Background: an optimization exercise with open tools, aiming at small area and a short achievable clock period. Do not read the settings as production practice. The RTL was checked by simulation tests, not by an equivalence proof against the original design. No activity file was given, so power comes from the tool's default toggle rates.

## run A
// conv_window_reader
module conv_window_reader #(
  parameter int MAX_OUTST = 4
) (
  input  logic               clk_i,
  input  logic               rst_i,
  input  logic               start_i,
  input  logic [31:0]        base_i,
  input  logic [31:0]        iw_i,
  input  logic [31:0]        ih_i,
  input  logic [31:0]        k_i,
  output logic               mem_req_o,
  output logic [31:0]        mem_addr_o,
  input  logic               mem_gnt_i,
  input  logic               mem_rvalid_i,
  output logic signed [31:0] loop_i_o,
  output logic signed [31:0] loop_j_o,
  output logic signed [31:0] loop_wi_o,
  output logic signed [31:0] loop_wj_o,
  output logic               out_valid_o,
  output logic               busy_o,
  output logic               done_o
);
  localparam int CNT_W = $clog2(MAX_OUTST + 1);
  localparam logic [CNT_W-1:0] CNT_MAX = CNT_W'(MAX_OUTST);
  logic st_busy, st_b;
  logic run, idle;
  logic [CNT_W-1:0] cnt_q;
  logic start_acc, cfg_zero, push, pop;
  logic [31:0] base_q;
  logic [9:0]  iw_q;
  logic [3:0]  km1_q;           
  logic [3:0]  wp_q, hp_q;      
  logic [9:0]  dx_q, dy_q;      
  logic        fc_q, fr_q;      
  logic [19:0] t_q;             
  logic [19:0] w_q;             
  logic        pad_q;           
  logic [9:0]  ri_q, rj_q;
  logic [4:0]  rwi_q, rwj_q;
  assign idle      = !st_busy && !st_b;
  assign run       = st_busy && st_b;
  assign start_acc = idle && start_i;
  assign cfg_zero  = (iw_i[9:0] == '0) || (ih_i[9:0] == '0) || (k_i[3:0] == '0);
  assign mem_req_o = run && (cnt_q != CNT_MAX);
  assign push      = mem_req_o && mem_gnt_i;
  assign pop       = mem_rvalid_i && (cnt_q != '0);
  assign out_valid_o = pop;
  assign busy_o    = st_busy;
  assign done_o    = !st_busy && st_b;
  assign mem_addr_o = base_q + {10'b0, (t_q & {20{!pad_q}}), 2'b00};
  logic lw, lh, li, lj, last_tap;
  assign lw = (wp_q == km1_q);
  assign lh = (hp_q == km1_q);
  assign li = (dx_q == 10'd1);
  assign lj = (dy_q == 10'd1);
  assign last_tap = lw && lh && li && lj;
  logic [3:0]  wp_n, hp_n;
  logic [9:0]  dx_n, dy_n;
  logic        fc_n, fr_n, pad_n;
  logic [19:0] t_n, w_n, t_add;
  always_comb begin
    wp_n = wp_q + 4'd1;
    hp_n = hp_q;
    dx_n = dx_q;
    dy_n = dy_q;
    fc_n = fc_q;
    fr_n = fr_q;
    w_n  = w_q;
    t_add = lw ? ({10'b0, iw_q} - {16'b0, km1_q}) : 20'd1;
    t_n  = t_q + t_add;
  ...
Settings: LEC_CHECK=0, ABC_AREA=1, CAP_MARGIN=20, CORE_MARGIN=2, CORE_UTILIZATION=65, SLEW_MARGIN=20; clock period 17.0 ns.
standard.sh (not shown) runs the stock make flow with config.mk's settings and CLKGATE_MAP_FILE= SYNTH_SCRIPT=/design/flow/synth_recipe.tcl, a recipe that flattens the netlist after the stock synthesis.
==> flow/flow/run.sh <==
#!/bin/bash
set -euo pipefail
bash standard.sh \
  "BUFFER_PORTS_ARGS=-buffer_cell sky130_fd_sc_hd__buf_1" \
  "SETUP_SLACK_MARGIN=${SETUP_MARGIN_NS:-9.8}" \
  finish > standard_flow.log 2>&1
> inputs changed (run A -> run B)
- CTS_BUF_LIST: unset -> sky130_fd_sc_hd__clkbuf_8
- ABC_AREA: 1 -> unset
==> results.txt <==
- Density: run B sparser than run A
- What run A reported for gate count after technology mapping has to be multiplied by 0.808 to get the figure for run B.
- Clock share of power (higher): run A
- Run A has a higher final cell count than run B.
- Wire length of the first global-routing pass: higher on run A
[inputs] run C vs run B
- clearing CTS_BUF_LIST, which used to be sky130_fd_sc_hd__clkbuf_8
### Flow results
Run C completed end to end with timing, DRC and antenna clean. Going from run B to run C, final clock period utilization by the worst path level; utilization moved up; slew at the pin with the worst max-slew slack moved down; total number of vias moved up.


before:
conv_window_reader again, from the RTL that the note above started with.
==> flow/config.mk <==
export PLATFORM = sky130hd
export DESIGN_NAME = conv_window_reader
export DESIGN_NICKNAME = conv_window_reader
export VERILOG_FILES = /design/flow/design.v
export SDC_FILE = /design/flow/constraint.sdc
export NUM_CORES = 4
export LEC_CHECK = 0
export CAP_MARGIN = 20
export CORE_MARGIN = 2
export CORE_UTILIZATION = 40
export SLEW_MARGIN = 20
==> flow/constraint.sdc <==
create_clock -name core_clock -period 17.0 [get_ports {clk_i}]
set_input_delay 3.4000 -clock core_clock [delete_from_list [all_inputs] [get_ports {clk_i}]]
set_output_delay 3.4000 -clock core_clock [all_outputs]
set_load 0.01 [all_outputs]
run.sh (not shown) runs the stock make flow with config.mk's settings and CLKGATE_MAP_FILE= SYNTH_SCRIPT=/design/flow/synth_recipe.tcl, a recipe that flattens the netlist after the stock synthesis.
Stock flow here: none of the scripts above is used.
In summary, before completed successfully, with a layout that passed the timing, design-rule and antenna checks.
Modified inputs, after compared to before
Settings: a change of CORE_UTILIZATION from 40 to 65.
==> flow/flow/run.sh (new file) <==
#!/bin/bash
set -euo pipefail
bash standard.sh \
  "BUFFER_PORTS_ARGS=-buffer_cell sky130_fd_sc_hd__buf_1" \
  "SETUP_SLACK_MARGIN=${SETUP_MARGIN_NS:-9.0}" \
  finish > standard_flow.log 2>&1
==> flow/standard.sh (new file) <==
#!/bin/bash
# synth_recipe.tcl (not shown) runs the flow's synth.tcl, then flattens the netlist and writes it again
# the make line also repeats each setting of config.mk as NAME=value (left out here)
make -C /OpenROAD-flow-scripts/flow DESIGN_CONFIG=/design/flow/config.mk WORK_HOME=/design/flow/orfs CLKGATE_MAP_FILE= SYNTH_SCRIPT=/design/flow/synth_recipe.tcl "${@:-finish}"
removed: flow/run.sh
==> comparison <==
The higher global-route wire length before repair of before and after is in before. before has lower slack of the critical path than after. Diff before -> after: overall power of the completed layout decreased 4.8%, routed wire length on met2 decreased 1.2%.

static timing again, ports no longer ideal:
The results above use ideal ports. As a check the final layouts listed here were re-extracted and re-timed, cells and wires unchanged.
Step 1 assumes that a clkbuf_16 drives the clock port and a buf_2 every other input.
Step 2 moves the port delays by t, midway between the first and last clock arrival at a register: inputs arrive t later, outputs are due t later. That takes back most of the time a late clock gives input paths.
Three values: ideal ports, drivers, drivers and shift; two values: the first two.
run	shift t [ns]	slack for setup (ns)	worst setup path after step 2	slew at the worst register clock pin (ns)	worst slew at a driven data input, ns
run A	0.489	9.889 / 9.863 / 9.863	input to output	0.07 / 0.07	0.06
run B	0.499	9.824 / 9.787 / 9.787	input to output	0.10 / 0.10	0.05
run C	0.473	9.828 / 9.791 / 9.791	input to output	0.07 / 0.07	0.05
before	0.470	8.658 / 8.609 / 8.795	input to output	0.07 / 0.07	0.06
after	0.475	9.302 / 9.277 / 9.277	input to output	0.07 / 0.07	0.05
After both steps setup and hold are still met in every run listed.
